What follows belongs to an exercise in optimizing a design on an open flow for small area, a short achievable clock period and few clock cycles per item; a production flow would make more cautious choices. Function was checked by simulation only, so behaviour that the tests miss may differ from the original. Power and IR drop assume default switching activity.

==> flow/design.v <==
package exec_pkg;
    localparam int unsigned WORD_W = 32;               
    typedef logic [WORD_W-1:0] word_t;
    typedef logic [4:0]        opcode_t;               
    typedef logic [4:0]        alu_op_t;               
    typedef logic [4:0]        shamt_t;                
    typedef logic [2:0]        exc_id_t;               
    typedef logic [2:0]        reg_addr_t;             
    localparam int unsigned OPC_MSB   = 31;
    localparam int unsigned OPC_LSB   = 27;
    localparam int unsigned ALU_MSB   = 6;
    localparam int unsigned ALU_LSB   = 2;
    localparam int unsigned SHAMT_MSB = 11;
    localparam int unsigned SHAMT_LSB = 7;
    localparam int unsigned IMM_MSB   = 16;            
    localparam opcode_t OPC_RTYPE = 5'd0;
    localparam opcode_t OPC_ADDI  = 5'd5;              
    localparam alu_op_t ALU_ADD = 5'd0;
    localparam alu_op_t ALU_SUB = 5'd1;
    localparam alu_op_t ALU_AND = 5'd2;
    localparam alu_op_t ALU_OR  = 5'd3;
    localparam alu_op_t ALU_SLL = 5'd4;
    localparam alu_op_t ALU_SRA = 5'd5;
    localparam alu_op_t ALU_MUL = 5'd6;
    localparam alu_op_t ALU_DIV = 5'd7;
    localparam exc_id_t EXC_ADD  = 3'd1;
    localparam exc_id_t EXC_ADDI = 3'd2;
    localparam exc_id_t EXC_SUB  = 3'd3;
    localparam exc_id_t EXC_MUL  = 3'd4;
    localparam exc_id_t EXC_DIV  = 3'd5;
    localparam reg_addr_t ADR_OP_A   = 3'd0;
    localparam reg_addr_t ADR_OP_B   = 3'd1;
    localparam reg_addr_t ADR_INSTR  = 3'd2;           
    localparam reg_addr_t ADR_RESULT = 3'd3;
    localparam reg_addr_t ADR_STATUS = 3'd4;
    localparam int unsigned ST_EXC        = 0;
    localparam int unsigned ST_NEQ        = 1;
    localparam int unsigned ST_LT         = 2;
    localparam int unsigned ST_EXC_ID_LSB = 3;         
    localparam int unsigned MULDIV_STEPS = 32;         
endpackage
`timescale 1ns/1ps
module exec_unit (
    input  logic        clk,
    input  logic        rst_n,
    input  logic        cyc,
    input  logic        stb,
    input  logic        we,
    input  logic [2:0]  adr,
    input  logic [31:0] dat_w,
    output logic [31:0] dat_r,
    output logic        ack
);
    function automatic logic [5:0] clz32(input logic [31:0] v);
        logic [15:0] v1; logic [15:0] c1;
        logic [7:0]  v2; logic [15:0] c2;
        logic [3:0]  v3; logic [11:0] c3;
        logic [1:0]  v4; logic [7:0]  c4;
        logic        v5; logic [4:0]  c5;
        for (int i = 0; i < 16; i++) begin
            v1[i] = v[2*i+1] | v[2*i];
            c1[i] = ~v[2*i+1];
        end
        for (int i = 0; i < 8; i++) begin
            v2[i] = v1[2*i+1] | v1[2*i];
            c2[2*i +: 2] = v1[2*i+1] ? {1'b0, c1[2*i+1]} : {1'b1, c1[2*i]};
        end
        for (int i = 0; i < 4; i++) begin
            v3[i] = v2[2*i+1] | v2[2*i];
            c3[3*i +: 3] = v2[2*i+1] ? {1'b0, c2[2*(2*i+1) +: 2]} : {1'b1, c2[2*(2*i) +: 2]};
        end
        for (int i = 0; i < 2; i++) begin
            v4[i] = v3[2*i+1] | v3[2*i];
            c4[4*i +: 4] = v3[2*i+1] ? {1'b0, c3[3*(2*i+1) +: 3]} : {1'b1, c3[3*(2*i) +: 3]};
        end
        v5 = v4[1] | v4[0];
        c5 = v4[1] ? {1'b0, c4[7:4]} : {1'b1, c4[3:0]};
        clz32 = v5 ? {1'b0, c5} : 6'd32;
    endfunction
    logic [31:0] reg_a, reg_b, reg_i;
    logic        busy;
    logic [31:0] x, y, z;
    logic [5:0]  amt;                 
    logic        op_add, op_addi, op_sub, op_and, op_or, op_sll, op_sra, op_mul, op_div;
    logic        sa, rneg, imm_ovf, dz;
    logic [2:0]  st_id;               
    logic        st_neq, st_lt;
    logic sel, hold, launch, wr;
    assign sel    = cyc & stb;
    assign hold   = busy & ((we & (adr == 3'd2)) | (~we & ((adr == 3'd3) | (adr == 3'd4))));
    assign ack    = sel & ~hold;
    assign wr     = sel & we & ~hold;
    assign launch = wr & (adr == 3'd2);
    always_comb begin
        case (adr)
            3'd0:    dat_r = reg_a;
            3'd1:    dat_r = reg_b;
            3'd2:    dat_r = reg_i;
            3'd3:    dat_r = x;
            3'd4:    dat_r = {26'd0, st_id, st_lt, st_neq, |st_id};
            default: dat_r = 32'd0;
        endcase
    end
    logic [5:0] clza, clzb, clz_w;
    assign clz_w = clz32(dat_w ^ {32{dat_w[31]}});
    always_ff @(posedge clk) begin
        if (wr && adr == 3'd0) begin
            reg_a <= dat_w;
            clza  <= clz_w;
        end
        if (wr && adr == 3'd1) begin
            reg_b <= dat_w;
            clzb  <= clz_w;
        end
        if (wr && adr == 3'd2) reg_i <= dat_w;
    end
    logic [4:0]  d_opc, d_code, d_sh;
    logic        d_addi, d_mul, d_div, d_md, d_sll, d_sra;
    logic [31:0] d_beff;
    assign d_opc  = dat_w[31:27];
    assign d_code = dat_w[6:2];
    assign d_sh   = dat_w[11:7];
    assign d_addi = (d_opc == 5'd5);
    assign d_mul  = ~d_addi & (d_code == 5'd6);
    assign d_div  = ~d_addi & (d_code == 5'd7);
    assign d_md   = d_mul | d_div;
    assign d_sll  = ~d_addi & (d_code == 5'd4);
    assign d_sra  = ~d_addi & (d_code == 5'd5);
    assign d_beff = d_addi ? {{15{dat_w[16]}}, dat_w[16:0]} : reg_b;
    logic [6:0] la_ub, dsteps, clzsum;
    logic [5:0] div_amt, mul_amt, amt_n;
    assign la_ub   = 7'd32 - {1'b0, clza} + {6'd0, reg_a[31]};
    assign dsteps  = {1'b0, clzb} - {1'b0, clza} + {6'd0, reg_a[31]} + 7'd1;
    assign clzsum  = {1'b0, clza} + {1'b0, clzb};
    assign mul_amt = la_ub[5:0];
    assign div_amt = dsteps[6] ? 6'd0 : ((dsteps[5:0] > 6'd32) ? 6'd32 : dsteps[5:0]);
    always_comb begin
        if (d_mul)      amt_n = mul_amt;
        else if (d_div) amt_n = div_amt;
        else if (d_sll) amt_n = 6'd32 - {1'b0, d_sh};
        else            amt_n = {1'b0, d_sh};
    end
    logic s0, sadd, sit, sfix, sexc;
    logic add_sub;                    
    logic [31:0] neg_in, neg_out;
    logic        neg_en;
    assign neg_in  = sfix ? y : reg_a;
    assign neg_en  = sfix ? rneg : (d_md & reg_a[31]);
    assign neg_out = neg_en ? (32'd0 - neg_in) : neg_in;
    logic        a_top;
    logic [31:0] a32;
    logic [32:0] a33, b33, r33;
    logic        op_md;
    assign op_md  = op_mul | op_div;
    assign a32    = sit ? {x[30:0], op_div & y[31]} : x;
    assign a_top  = sit ? (op_div ? x[31] : x[30]) : (~op_md & x[31]);
    assign a33    = {a_top, a32};
    assign b33    = {z[31], z};
    logic [32:0] bx;
    assign bx = b33 ^ {33{add_sub}};
    logic [32:0] p0, g0;
    assign p0 = a33 ^ bx;
    assign g0 = a33 & bx;
    always_comb begin
        logic [33:0] g, p, gn, pn;
        g = {g0, add_sub};
        p = {p0, 1'b0};
        for (int l = 0; l < 6; l++) begin
            for (int i = 0; i < 34; i++) begin
                if (i >= (1 << l)) begin
                    gn[i] = g[i] | (p[i] & g[i - (1 << l)]);
                    pn[i] = p[i] & p[i - (1 << l)];
                end else begin
                    gn[i] = g[i];
                    pn[i] = p[i];
                end
            end
            g = gn;
            p = pn;
        end
        r33 = p0 ^ g[32:0];
    end
    logic r_nz, r_ovf;
    assign r_nz  = |r33;
    assign r_ovf = r33[32] ^ r33[31];
    logic [31:0] rot, msk;
    always_comb begin
        logic [31:0] t;
        t = x;
        if (amt[0]) t = {t[0],    t[31:1]};
        if (amt[1]) t = {t[1:0],  t[31:2]};
        if (amt[2]) t = {t[3:0],  t[31:4]};
        if (amt[3]) t = {t[7:0],  t[31:8]};
        if (amt[4]) t = {t[15:0], t[31:16]};
        rot = t;
    end
    assign msk = ~(32'hffff_ffff >> amt);    
    logic amt_z;
    assign amt_z = (amt == 6'd0);
    logic [31:0] s0_val;
    always_comb begin
        s0_val = 32'd0;
        if (op_and) s0_val = s0_val | (x & z);
        if (op_or)  s0_val = s0_val | (x | z);
        if (op_sll) s0_val = s0_val | (rot & msk);
        if (op_sra) s0_val = s0_val | (rot & ~msk) | ({32{x[31]}} & msk);
        if (op_mul || (op_div && !amt_z)) s0_val = s0_val | (rot & ~msk);
    end
    logic step_bit, mul_ovf, qbit, last;
    assign step_bit = y[31];
    assign mul_ovf  = (x[31] ^ x[30]) | (step_bit & r_ovf);
    assign qbit     = ~r33[32];
    assign last     = (amt == 6'd1);
    logic [2:0]  id_op;
    logic        use_r, exc_l, exc_e, x_we;
    logic [31:0] x_early, x_n;
    assign id_op   = op_sub ? 3'd3 : op_addi ? 3'd2 : op_add ? 3'd1 : op_mul ? 3'd4 : 3'd5;
    assign exc_e   = s0 & ((op_mul & imm_ovf) | (op_div & dz));
    assign exc_l   = ((s0 & op_sub) | sadd) & r_ovf | (sit & op_mul & mul_ovf);
    assign use_r   = (s0 & op_sub) | sadd | (sit & (op_div | step_bit));
    always_comb begin
        if (launch | sfix)   x_early = neg_out;
        else if (sexc | exc_e) x_early = {29'd0, id_op};
        else if (sit)        x_early = a32;
        else                 x_early = s0_val;
    end
    assign x_n     = use_r ? r33[31:0] : x_early;
    assign x_we    = launch | (busy & ~(s0 & op_add));
    logic done;                       
    assign done = (s0 & ~op_add & ~(op_sub & r_ovf) & ~(op_md & ~exc_e & !amt_z))
                | (sadd & ~r_ovf) | sfix | sexc
                | (sit & op_mul & ~mul_ovf & last);
    logic neq_n;
    assign neq_n = |(p0[31:0] ^ {p0[30:0] | g0[30:0], add_sub});
    always_ff @(posedge clk) begin
        if (!rst_n) begin
            busy   <= 1'b0;
            s0     <= 1'b0;
            sadd   <= 1'b0;
            sit    <= 1'b0;
            sfix   <= 1'b0;
            sexc   <= 1'b0;
            x      <= 32'd0;
            st_id  <= 3'd0;
            st_neq <= 1'b0;
            st_lt  <= 1'b0;
        end else begin
            if (x_we) x <= x_n;
            if (launch) begin
                busy  <= 1'b1;
                s0    <= 1'b1;
                st_id <= 3'd0;
            end else begin
                if (done) busy <= 1'b0;
                s0   <= 1'b0;
                sadd <= s0 & op_add;
                sit  <= (s0 & op_md & ~exc_e & !amt_z) | (sit & ~done & ~last & ~exc_l);
                sfix <= sit & op_div & last;
                sexc <= exc_l;
                if (exc_e | exc_l) st_id <= id_op;
            end
            if (s0) begin
                st_neq <= neq_n;
                st_lt  <= (op_md & sa) ? (~r33[32] & neq_n) : r33[32];
            end
        end
    end
    always_ff @(posedge clk) begin
        if (launch)
            add_sub <= ~(d_md & reg_a[31]);       
        else if (s0)
            add_sub <= op_add ? 1'b0 : (op_mul ? sa : ~z[31]);
        else if (sit && op_div)
            add_sub <= qbit ^ z[31];              
    end
    always_ff @(posedge clk) begin
        if (launch) begin
            z       <= d_beff;
            amt     <= amt_n;
            op_addi <= d_addi;
            op_add  <= d_addi | (d_code == 5'd0);
            op_sub  <= ~d_addi & (d_code == 5'd1);
            op_and  <= ~d_addi & (d_code == 5'd2);
            op_or   <= ~d_addi & (d_code == 5'd3);
            op_sll  <= d_sll;
            op_sra  <= d_sra;
            op_mul  <= d_mul;
            op_div  <= d_div;
            sa      <= reg_a[31];
            rneg    <= reg_a[31] ^ reg_b[31];
            imm_ovf <= (clzsum <= 7'd30);
            dz      <= (reg_b == 32'd0);
        end else if (sit) begin
            amt <= amt - 6'd1;
        end
    end
    always_ff @(posedge clk) begin
        if (s0 && op_md)
            y <= rot & msk;
        else if (sit)
            y <= {y[30:0], qbit};
    end
endmodule
==> flow/run.sh <==
#!/bin/bash
# synth_recipe.tcl (not shown) runs the flow's synth.tcl, then flattens the netlist and writes it again
# the make line also repeats each setting of config.mk as NAME=value (left out here)
make -C /OpenROAD-flow-scripts/flow DESIGN_CONFIG=/design/flow/config.mk WORK_HOME=/design/flow/orfs CLKGATE_MAP_FILE= SYNTH_SCRIPT=/design/flow/synth_recipe.tcl finish
==> flow/config.mk <==
export PLATFORM = sky130hd
export DESIGN_NAME = exec_unit
export DESIGN_NICKNAME = exec_unit
export VERILOG_FILES = /design/flow/design.v
export SDC_FILE = /design/flow/constraint.sdc
export NUM_CORES = 4
export LEC_CHECK = 0
export CAP_MARGIN = 20
export CORE_MARGIN = 2
export CORE_UTILIZATION = 40
export SETUP_SLACK_MARGIN = 3.0
export SLEW_MARGIN = 20
==> flow/constraint.sdc <==
create_clock -name core_clock -period 7.0 [get_ports {clk}]
set_input_delay 1.4000 -clock core_clock [delete_from_list [all_inputs] [get_ports {clk}]]
set_output_delay 1.4000 -clock core_clock [all_outputs]
set_load 0.01 [all_outputs]
==> results of run 1 <==
==> cells in the mapped netlist, types with 13 or more instances <==
library cell	instances	area (µm²)
nand2_1	227	852
edfxtp_1	192	5770
o21ai_0	146	731
clkbuf_1	128	480
inv_1	123	462
a21oi_1	120	601
nor2_1	117	439
mux2i_1	96	961
ha_1	88	1100
xnor2_1	88	771
nand3_1	61	305
xor2_1	61	534
mux4_2	53	1190
nor3_1	49	245
a31oi_1	45	282
dfxtp_1	43	861
o31ai_1	33	248
a21o_1	31	233
a221o_1	30	300
a22o_1	27	236
buf_2	26	130
a221oi_1	25	219
o21ai_1	22	110
o221ai_1	22	193
a211oi_1	21	158
nor4_1	21	131
o211ai_1	18	135
buf_1	17	63.8
mux2_2	17	191
nand4_1	17	106
o22ai_1	16	100
and2_1	14	87.6
nor3b_1	14	105
nand2b_1	13	81.3
==> what timing repair did <==
action | 4_1_cts | 5_1_grt
pin swaps | 2 | 5
gates resized for setup | 158 | 32
buffers inserted | 11 | 5
setup endpoints to repair | 166 | 34
==> area by class of cell <==
cell class,instances,area (µm²)
clock buffer,28,658
timing repair buffer,131,1120
inverter,125,478
sequential,235,6640
antenna,1,2.50
multi-input combinational,1653,12200
fill,4736,26900
clock inverter,20,213
tap,664,831
==> sequential cells by signal, summed over array words and instances (netlist names), 3 cells and up <==
signal  cells
clza        6
clzb        6
z          32
reg_i      32
x          32
y          32
st_id       3
reg_a      32
reg_b      32
amt         6
==> layer usage <==
metal,global-route usage,up-vias,part of all wire
met4,0.123,2,0.046
li1,-,8164,-
met3,0.0519,182,0.11
met5,0,-,0.00017
met2,0.472,1185,0.45
met1,0.405,8870,0.40
==> cells in the final DEF (no fill, tap or decap), types with 27 or more instances in the layout <==
cell type	count
nand2_1	226
edfxtp_1	192
o21ai_0	145
inv_1	121
a21oi_1	115
nor2_1	112
mux2i_1	94
ha_1	87
xnor2_1	86
xor2_1	61
nand3_1	61
mux4_2	53
buf_4	50
nor3_1	47
a31oi_1	45
dfxtp_1	34
o31ai_1	33
clkdlybuf4s50_1	33
a21o_1	31
a221o_1	30
a22o_1	27
==> per-stage QoR <==
step           instances  hold WS, ns
2_1_floorplan       2195        0.445
3_3_place_gp        2792        0.467
3_5_place_dp        2792        0.473
4_1_cts             2851        0.483
5_1_grt             2856        0.511
6_report            2857        0.483
==> how the worst min path moves through the flow <==
stage	cells past startpoint	end
6_report	2	sadd$_SDFFE_PN0N_
5_1_grt	2	sadd$_SDFFE_PN0N_
4_1_cts	2	sadd$_SDFFE_PN0N_
3_5_place_dp	2	sadd$_SDFFE_PN0N_
3_3_place_gp	2	sadd$_SDFFE_PN0N_
2_1_floorplan	2	sadd$_SDFFE_PN0N_
==> worst min-delay path: stages, from the launching register on <==
cell and delay, ns:
dfxtp_1 0.33, nand2_1 0.06, a21oi_1 0.05
==> power by group through the flow <==
stage	clock (mW)	combinational [mW]	sequential [mW]
after detailed placement	0	0.391	1.58
after CTS	1.44	0.394	1.55
final	1.43	0.403	1.56
after global placement	0	0.387	1.58
after global routing	1.49	0.431	1.56
after floorplan	0	0.254	1.56
==> cell families (layout without fill, tap and decap cells) <==
logic type | Yosys count | after routing | share of synthesized area
multiplexers | 167 | 167 | 0.118
adder cells (fa/ha/maj) | 91 | 91 | 0.0583
AND/OR/NAND/NOR | 591 | 591 | 0.139
other | 0 | 1 | 0
XOR/XNOR | 151 | 151 | 0.0676
flip-flops | 235 | 235 | 0.333
buffers and inverters | 307 | 304 | 0.0634
AO/OA/AOI/OAI | 653 | 653 | 0.221
==> impl_metrics.json, run 1 <==
{
  "outcome": "timing/DRC/antenna clean",
  "total_half_perimeter_wirelength_after_legalization_and_detailed_placement_um": 58000,
  "total_power_mw": 3.39,
  "register_bit_total_from_synthesis": 235,
  "regToRegSetupSlack_ns": 3.02,
  "postLayoutSetupSlackWorst_ns": 2.97,
  "worstSetupEndpointType": "flip-flop",
  "reg2reg_from": "x[19]$_SDFFE_PN0P_",
  "power.share.switching": 0.261,
  "die_w_um": 227,
  "globalRouteOverflowTotal": 0,
  "timing.hold.worst.class": "reg -> reg",
  "clk-insertion-delay-late_ns": 0.57,
  "dr_total_vias": 18400,
  "power.leakage_nw": 8.37,
  "fp.dieArea_um2": 51600,
  "maxCapViolCount": 0,
  "final_nets": 2303,
  "gp_routability_congestion": 0.965,
  "grt_start_max_net_pins": 56,
  "pwr_density_cell_nw_per_um2": 153,
  "route.detailed.wl_per_inst_um": 27.3,
  "area.growth.synth_to_final_pct": 11.1,
  "postCtsHoldBufs": 0,
  "report.final.setup_viol": 0,
  "mean_cell_area_of_the_mapped_netlist_um2": 9.08,
  "finalWirelength_um": 78100,
  "grt_util_all_layers": 0.299,
  "vdd_ir_max_mv": 0.193,
  "yosys_most_used_dff": "edfxtp_1",
  "critical_path.max_fanout": 12,
  "worstPathCellList": "clkdlybuf4s50_1 > nor3b_1 > o21ai_4 > o31a_4 > a41oi_1 > xnor2_1 > nor2_1 > a31oi_1 > mux2_2 > a31oi_1",
  "p_int_mw": 2.51,
  "avgViaCountPerCell": 6.44,
  "effective_utilization_at_floorplan": 0.406,
  "async_flop_share": 0,
  "critical-path-top-cell-by-count": "a31oi_1",
  "drt_iter0_drc": 2420,
  "antenna_found_initial": 1,
  "yosysWarnings": 1,
  "yosys.cell_types.count": 92,
  "synth_sequential_area_ratio": 0.333,
  "syn_nets": 2326,
  "p_seq_frac": 0.459,
  "comb_power_share": 0.119,
  "drive_gt1_frac": 0.124,
  "final_clock_period_utilization_by_the_worst_path": 0.576,
  "cp-start-kind": "primary input",
  "firstDrtPassIters": 6,
  "final_period_minus_worst_setup_slack_ns": 4.03,
  "mappedNetlistArea_um2": 19900,
  "worstSetupPathDepth": 10,
  "port-buffer-count": 72,
  "wire_length_of_the_first_global_routing_pass_um": 114000,
  "worst-setup-path-type": "in -> reg",
  "cts_buffers": 26,
  "clock_tree_from_tritoncts": "yes",
  "buffering_stage_count_on_the_worst_path_with_inverters_included": 1,
  "cts_buffer_depth": 3,
  "clkSinkCount": 235,
  "holdCritStartpoint": "sadd$_SDFFE_PN0N_",
  "cp-endpoint": "x[28]$_SDFFE_PN0P_",
  "measured_slew_at_the_worst_slew_check_pin_ns": 1.09,
  "final-hold-violation-count": 0,
  "timing.reg2reg.worst_path_depth": 11,
  "die_height_um": 227,
  "rows": 81,
  "cp_slowest_stage_delay_ns": 0.73,
  "timing.max_slew.rel_slack": 0.275,
  "cts.reportedPaths.clkPinSlew_ns": 0.07,
  "place_worst_setup_slack_ns": 1.30,
  "maximum_level_of_the_cts_h_tree": 1,
  "stdcell_area_um2": 22100,
  "cp.arrival_ns": 4.48,
  "worst_setup_path_startpoint": "dat_w[4]",
  "crit_required_ns": 7.45,
  "final.setup_skew_ns": 0.0223,
  "rsz_0062_raised_after_global_routing": "true",
  "clockRootBuffer": "clkbuf_16",
  "grt_pass1_vias": 17200,
  "report.final.slew_viol_count": 0,
  "p_sw_uw": 885,
  "final_antenna_net_count": 0,
  "synth_cells": 2195,
  "final.setup.tns_ns": 0,
  "top_level_ports": 73,
  "drt_drc_violations_left": 0,
  "synth_edf_count": 192,
  "post-route-util": 0.451,
  "slowest_stage": "clkdlybuf4s50_1",
  "crit_family": "compound AO/OA/AOI/OAI gates",
  "clock.fmax_mhz": 248,
  "clock_power_share": 0.422,
  "reg2reg_to": "st_id[1]$_SDFFE_PP0P_",
  "placed_area_um2": 21100,
  "core_area_um2": 49100
}
Testbench counts, summed over its fixed seeds: cycles 20,703, ops 2,400.
==> run 2, diff against run 1 <==
--- a/flow/config.mk
+++ b/flow/config.mk
@@ -9,3 +9,3 @@
 export CORE_MARGIN = 2
-export CORE_UTILIZATION = 40
+export CORE_UTILIZATION = 50
 export SETUP_SLACK_MARGIN = 3.0
==> impl_metrics.json, run 2 <==
{
  "dominant_cell_by_count_in_the_synthesized_netlist": "nand2_1",
  "yosys-top-cells-count": "nand2_1, edfxtp_1, o21ai_0",
  "final.setup_skew_ns": 0.0257,
  "outcome": "timing/DRC/antenna clean",
  "pwr_density_cell_nw_per_um2": 160,
  "drive_gt1_frac": 0.132,
  "multi_input_area_um2": 12200,
  "wire_length_of_the_first_global_routing_pass_um": 115000,
  "postCtsHoldBufs": 0,
  "die_w_um": 204,
  "antenna_found_initial": 1,
  "grt_util_all_layers": 0.373,
  "top_level_ports": 73,
  "worstSetupEndpointType": "output pin",
  "maxCapViolCount": 0,
  "drt_drc_violations_left": 0,
  "final_antenna_net_count": 0,
  "clock.fmax_mhz": 253,
  "synth_sequential_area_ratio": 0.333,
  "cts_buffer_depth": 3,
  "report.final.setup_viol": 0,
  "yosys.cell_types.count": 92,
  "yosys_most_used_dff": "edfxtp_1",
  "final.setup.tns_ns": 0,
  "yosys.area.top_type_share": 0.289,
  "port-buffer-count": 72,
  "final_clock_period_utilization_by_the_worst_path": 0.565,
  "critical_path.max_fanout": 7,
  "synthDominantAreaCellType": "edfxtp_1",
  "grt_pass1_vias": 17300,
  "clkSinkCount": 235,
  "route.detailed.wl_per_inst_um": 28.9,
  "cts_buffers": 28,
  "synth_top_cells_by_area": "edfxtp_1, mux4_2, ha_1",
  "timing.hold.worst.class": "reg -> reg",
  "synth_edf_count": 192,
  "power.leakage_nw": 8.52,
  "grt_start_max_net_pins": 58,
  "sequential_cell_area_in_the_final_layout_um2": 6640,
  "most_common_cell_after_layout_fill_and_taps_aside": "nand2_1",
  "globalRouteOverflowTotal": 0,
  "register_bit_total_from_synthesis": 235,
  "core_area_um2": 39500,
  "measured_slew_at_the_worst_slew_check_pin_ns": 0.998,
  "maximum_level_of_the_cts_h_tree": 1,
  "area.growth.synth_to_final_pct": 11.6,
  "final-hold-violation-count": 0,
  "antenna_cells": 0,
  "gp_routability_congestion": 1.00,
  "final_nets": 2315,
  "timing.max_slew.rel_slack": 0.318,
  "avgViaCountPerCell": 6.77,
  "cp-start-kind": "primary input",
  "yosysWarnings": 1,
  "rows": 73,
  "finalWirelength_um": 78800,
  "most-common-layout-cells": "nand2_1, edfxtp_1, o21ai_0",
  "clock_tree_from_tritoncts": "yes",
  "cp.arrival_ns": 2.56,
  "rsz_0062_raised_after_global_routing": "true",
  "total_half_perimeter_wirelength_after_legalization_and_detailed_placement_um": 57800,
  "cts.reportedPaths.clkPinSlew_ns": 0.06,
  "final_period_minus_worst_setup_slack_ns": 3.96,
  "total_power_mw": 3.57,
  "drt_iter0_drc": 2335,
  "mappedNetlistArea_um2": 19900,
  "dr_total_vias": 18500,
  "mean_cell_area_of_the_mapped_netlist_um2": 9.08,
  "worst-setup-path-type": "in -> out",
  "effective_utilization_at_floorplan": 0.504,
  "crit_required_ns": 5.60,
  "firstDrtPassIters": 8,
  "clk-insertion-delay-late_ns": 0.58,
  "clockRootBuffer": "clkbuf_16",
  "fp.dieArea_um2": 41500,
  "async_flop_share": 0,
  "syn_nets": 2326,
  "report.final.slew_viol_count": 0,
  "die_height_um": 204,
  "final.fill_count": 3588,
  "synth_cells": 2195,
  "vdd_ir_max_mv": 0.186
}
-- run 2: cells by family after synthesis --
logic type,after synthesis,share of synthesized area
and+or+nand+nor,591,0.139
muxes,167,0.118
AOI/OAI and AO/OA,653,0.221
xor gates and xnor gates,151,0.0676
adders and majority gates,91,0.0583
buffers and inverters,307,0.0634
DFF,235,0.333
-- run 2: routing by layer --
| metal | global-route usage | share of wire | vias up |
|---|---|---|---|
| met1 | 0.516 | 0.40 | 8978 |
| li1 | - | - | 8199 |
| met3 | 0.0756 | 0.11 | 168 |
| met5 | 0 | 0.00038 | - |
| met2 | 0.572 | 0.44 | 1133 |
| met4 | 0.153 | 0.044 | 4 |
-- run 2: cell type report --
| cell class | count | area share |
|---|---|---|
| clock inverter | 20 | 0.0116 |
| multi-input combinational | 1653 | 0.550 |
| timing repair buffer | 141 | 0.0550 |
| clock buffer | 32 | 0.0331 |
| sequential | 235 | 0.299 |
| tap | 525 | 0.0295 |
| inverter | 125 | 0.0215 |
-- run 2: per-stage QoR --
| step | area (µm²) | utilization | instances | hold WS [ns] | setup slack, ns |
|---|---|---|---|---|---|
| floorplan | 19900 | - | 2195 | 0.445 | 2.96 |
| global placement | 20900 | 0.529 | 2659 | 0.467 | 1.45 |
| detailed placement | 20900 | 0.529 | 2659 | 0.476 | 1.33 |
| CTS | 22000 | 0.557 | 2724 | 0.487 | 2.88 |
| global route | 22200 | 0.562 | 2731 | 0.500 | 3.00 |
| finish | 22200 | 0.562 | 2731 | 0.489 | 3.04 |
-- run 2: final timing paths --
| check | startpoint | to | slack [ns] | depth (start not counted) |
|---|---|---|---|---|
| worst max-delay path | adr[2] | dat_r[12] | 3.04 | 7 |
| worst min register to register | sadd$_SDFFE_PN0N_ | sadd$_SDFFE_PN0N_ | 0.49 | 2 |
| worst min-delay path | sadd$_SDFFE_PN0N_ | sadd$_SDFFE_PN0N_ | 0.49 | 2 |
| worst max register to register | sfix$_SDFFE_PN0N_ | x[31]$_SDFFE_PN0P_ | 3.12 | 9 |
-- run 2: worst max-delay path, stage by stage --
cell and delay (ns):
buf_12 0.09, nand2b_4 0.15, nor2_4 0.08, clkbuf_16 0.17, a22o_1 0.23, a221o_1 0.28
buf_2 0.15
-- run 2: report_power, final --
part / internal (mW) / total, mW / switching, mW
clock network: 0.949 / 1.60 / 0.649
logic: 0.164 / 0.417 / 0.254
registers: 1.52 / 1.55 / 0.0314
-- run 2: repair_timing --
item	CTS	global route
cloned	1	2
endpoints found under the setup margin	167	35
buffers inserted	12	5
pin swaps	6	3
gates resized for setup	174	36
==> run 3, diff against run 2 <==
--- a/flow/config.mk
+++ b/flow/config.mk
@@ -10,3 +10,3 @@
 export CORE_UTILIZATION = 50
-export SETUP_SLACK_MARGIN = 3.0
+export SETUP_SLACK_MARGIN = 3.2
 export SLEW_MARGIN = 20
==> impl_metrics.json, run 3 <==
{
  "gp_routability_congestion": 0.959,
  "cts.reportedPaths.clkPinSlew_ns": 0.06,
  "clockRootBuffer": "clkbuf_16",
  "worstSetupEndpointType": "output pin",
  "measured_slew_at_the_worst_slew_check_pin_ns": 1.26,
  "globalRouteOverflowTotal": 0,
  "top_level_ports": 73,
  "vdd_ir_max_mv": 0.173,
  "finalNonFillerCells": 2741,
  "yosys-top-cells-count": "nand2_1, edfxtp_1, o21ai_0",
  "fp.dieArea_um2": 41500,
  "synthDominantAreaCellType": "edfxtp_1",
  "mappedNetlistArea_um2": 19900,
  "final-hold-violation-count": 0,
  "post-place-cells": 2661,
  "post-route-util": 0.571,
  "mean_cell_area_of_the_mapped_netlist_um2": 9.08,
  "area.growth.synth_to_final_pct": 13.4,
  "crit_required_ns": 5.60,
  "final.fill_count": 3574,
  "cts_buffer_depth": 3,
  "final_clock_period_utilization_by_the_worst_path": 0.580,
  "postLayoutSetupSlackWorst_ns": 2.94,
  "maximum_level_of_the_cts_h_tree": 1,
  "final_antenna_net_count": 0,
  "yosys.cell_types.count": 92,
  "avgViaCountPerCell": 6.86,
  "dominant_cell_by_count_in_the_synthesized_netlist": "nand2_1",
  "final.setup.tns_ns": 0,
  "grt_start_max_net_pins": 71,
  "postCtsHoldBufs": 0,
  "final_period_minus_worst_setup_slack_ns": 4.06,
  "core_area_um2": 39500,
  "dr_total_vias": 18800,
  "port-buffer-count": 72,
  "pwr_density_cell_nw_per_um2": 157,
  "cp-start-kind": "primary input",
  "drive_gt1_frac": 0.159,
  "drt_iter0_drc": 2338,
  "drt_drc_violations_left": 0,
  "rsz_0062_raised_after_global_routing": "true",
  "rows": 73,
  "maxCapViolCount": 0,
  "clk-insertion-delay-late_ns": 0.57,
  "critical_path.max_fanout": 13,
  "clkSinkCount": 235,
  "clock_tree_from_tritoncts": "yes",
  "die_height_um": 204,
  "grt_pass1_vias": 17400,
  "synth_top_cells_by_area": "edfxtp_1, mux4_2, ha_1",
  "effective_utilization_at_floorplan": 0.504,
  "finalWirelength_um": 79100,
  "grt_util_all_layers": 0.374,
  "report.final.slew_viol_count": 0,
  "synth_cells": 2195,
  "syn_nets": 2326,
  "most-common-layout-cells": "nand2_1, edfxtp_1, o21ai_0",
  "wire_length_of_the_first_global_routing_pass_um": 115000,
  "yosys_most_used_dff": "edfxtp_1",
  "synth_edf_count": 192,
  "cts_buffers": 27,
  "most_common_cell_after_layout_fill_and_taps_aside": "nand2_1",
  "outcome": "timing/DRC/antenna clean",
  "firstDrtPassIters": 8,
  "antenna_found_initial": 1,
  "yosysWarnings": 1,
  "register_bit_total_from_synthesis": 235,
  "die_w_um": 204,
  "route.detailed.wl_per_inst_um": 28.9,
  "worst-setup-path-type": "in -> out",
  "power.leakage_nw": 8.57,
  "cp.arrival_ns": 2.66,
  "synth_sequential_area_ratio": 0.333,
  "total_half_perimeter_wirelength_after_legalization_and_detailed_placement_um": 57000,
  "async_flop_share": 0,
  "timing.max_slew.rel_slack": 0.161,
  "clock.fmax_mhz": 246,
  "timing.hold.worst.class": "reg -> reg",
  "final.setup_skew_ns": 0.0265,
  "place_worst_setup_slack_ns": 1.43,
  "final_nets": 2325,
  "yosys.area.top_type_share": 0.289,
  "report.final.setup_viol": 0
}
## run 3: cell counts after synthesis
Identical to the previous run, type by type.
## run 3: final timing paths
path,depth (start not counted),endpoint,slack (ns),from
hold reg to reg,2,sadd$_SDFFE_PN0N_,0.49,sadd$_SDFFE_PN0N_
hold / removal,2,sadd$_SDFFE_PN0N_,0.49,sadd$_SDFFE_PN0N_
setup / recovery,9,dat_r[14],2.94,adr[2]
setup reg to reg,7,x[25]$_SDFFE_PN0P_,3.25,amt[1]$_DFFE_PP_
## run 3: area by class of cell
type / instances / area [µm²] / area share
Multi-Input combinational cell: 1655 / 12500 / 0.554
Sequential cell: 235 / 6640 / 0.294
Timing Repair Buffer: 150 / 1350 / 0.0597
Clock buffer: 29 / 683 / 0.0302
Tap cell: 525 / 657 / 0.0291
Inverter: 125 / 478 / 0.0212
Clock inverter: 20 / 267 / 0.0118
Antenna cell: 2 / 5.00 / 0.000222
## run 3: per-layer routing
| layer | track usage | part of all wire | vias up |
|---|---|---|---|
| met2 | 0.572 | 0.44 | 1280 |
| met3 | 0.0797 | 0.12 | 232 |
| li1 | - | - | 8216 |
| met5 | 0 | 0 | - |
| met1 | 0.510 | 0.39 | 9066 |
| met4 | 0.163 | 0.050 | 0 |
## run 3: logic make-up (layout without fill, tap and decap cells)
kind of cell / after synthesis / count (layout) / synth area share
xor gates and xnor gates: 151 / 151 / 0.0676
AOI/OAI and AO/OA: 653 / 653 / 0.221
other: 0 / 2 / 0
adders and majority gates: 91 / 91 / 0.0583
buffers and inverters: 307 / 324 / 0.0634
DFF: 235 / 235 / 0.333
and+or+nand+nor: 591 / 593 / 0.139
muxes: 167 / 167 / 0.118
## run 3: through the flow
stage	area (µm²)	hold WS, ns	power, mW
floorplan	20000	0.445	1.81
global placement	20900	0.468	1.97
detailed placement	20900	0.477	1.98
CTS	22300	0.486	3.53
global route	22600	0.505	3.62
finish	22600	0.486	3.54
## run 3: critical path, cell delays in order
cell	delay [ns]
buf_12	0.08
nand2b_4	0.14
buf_6	0.11
buf_4	0.11
nor2_4	0.04
buf_12	0.14
a22o_1	0.19
a221o_1	0.29
buf_2	0.15
## run 3: what timing repair did
action,in CTS,in global routing
endpoints found under the setup margin,180,61
cloned,5,0
pin swaps,12,7
buffers inserted,21,3
resized for setup,216,87
## run 3: report_power, final
group / total, mW / switching [mW] / internal, mW
sequential: 1.56 / 0.0354 / 1.52
combinational: 0.431 / 0.256 / 0.175
clock: 1.56 / 0.627 / 0.929
total: 3.54 / 0.918 / 2.62

==> afterwards: timing with drivers on the ports <==
How much do the figures lean on ideal ports? The routed layouts below were timed once more, with nothing changed but the port constraints.
Step 1, drivers: a clkbuf_16 drives clk and a buf_2 each remaining input, both assumed.
Step 2 times the ports against the registers' clock, not the clock port: input delays grow and output delays shrink by t, the midpoint of the rising clock arrivals with the driver on.
Three values: ideal ports, drivers, drivers and shift; two values: the first two.
run	t (ns)	setup slack, ns	worst data-port slew with drivers (ns)	cell pins on the clock port's net
run 1	0.615	2.967 / 2.974 / 2.371	0.07	1
run 2	0.617	3.044 / 2.955 / 2.568	0.08	1
run 3	0.617	2.941 / 2.874 / 2.654	0.06	1
After both steps setup and hold are still met in every run listed. For run 1, which loses most, drivers alone change the setup slack by +0.007 ns; drivers and shift together by -0.596 ns.
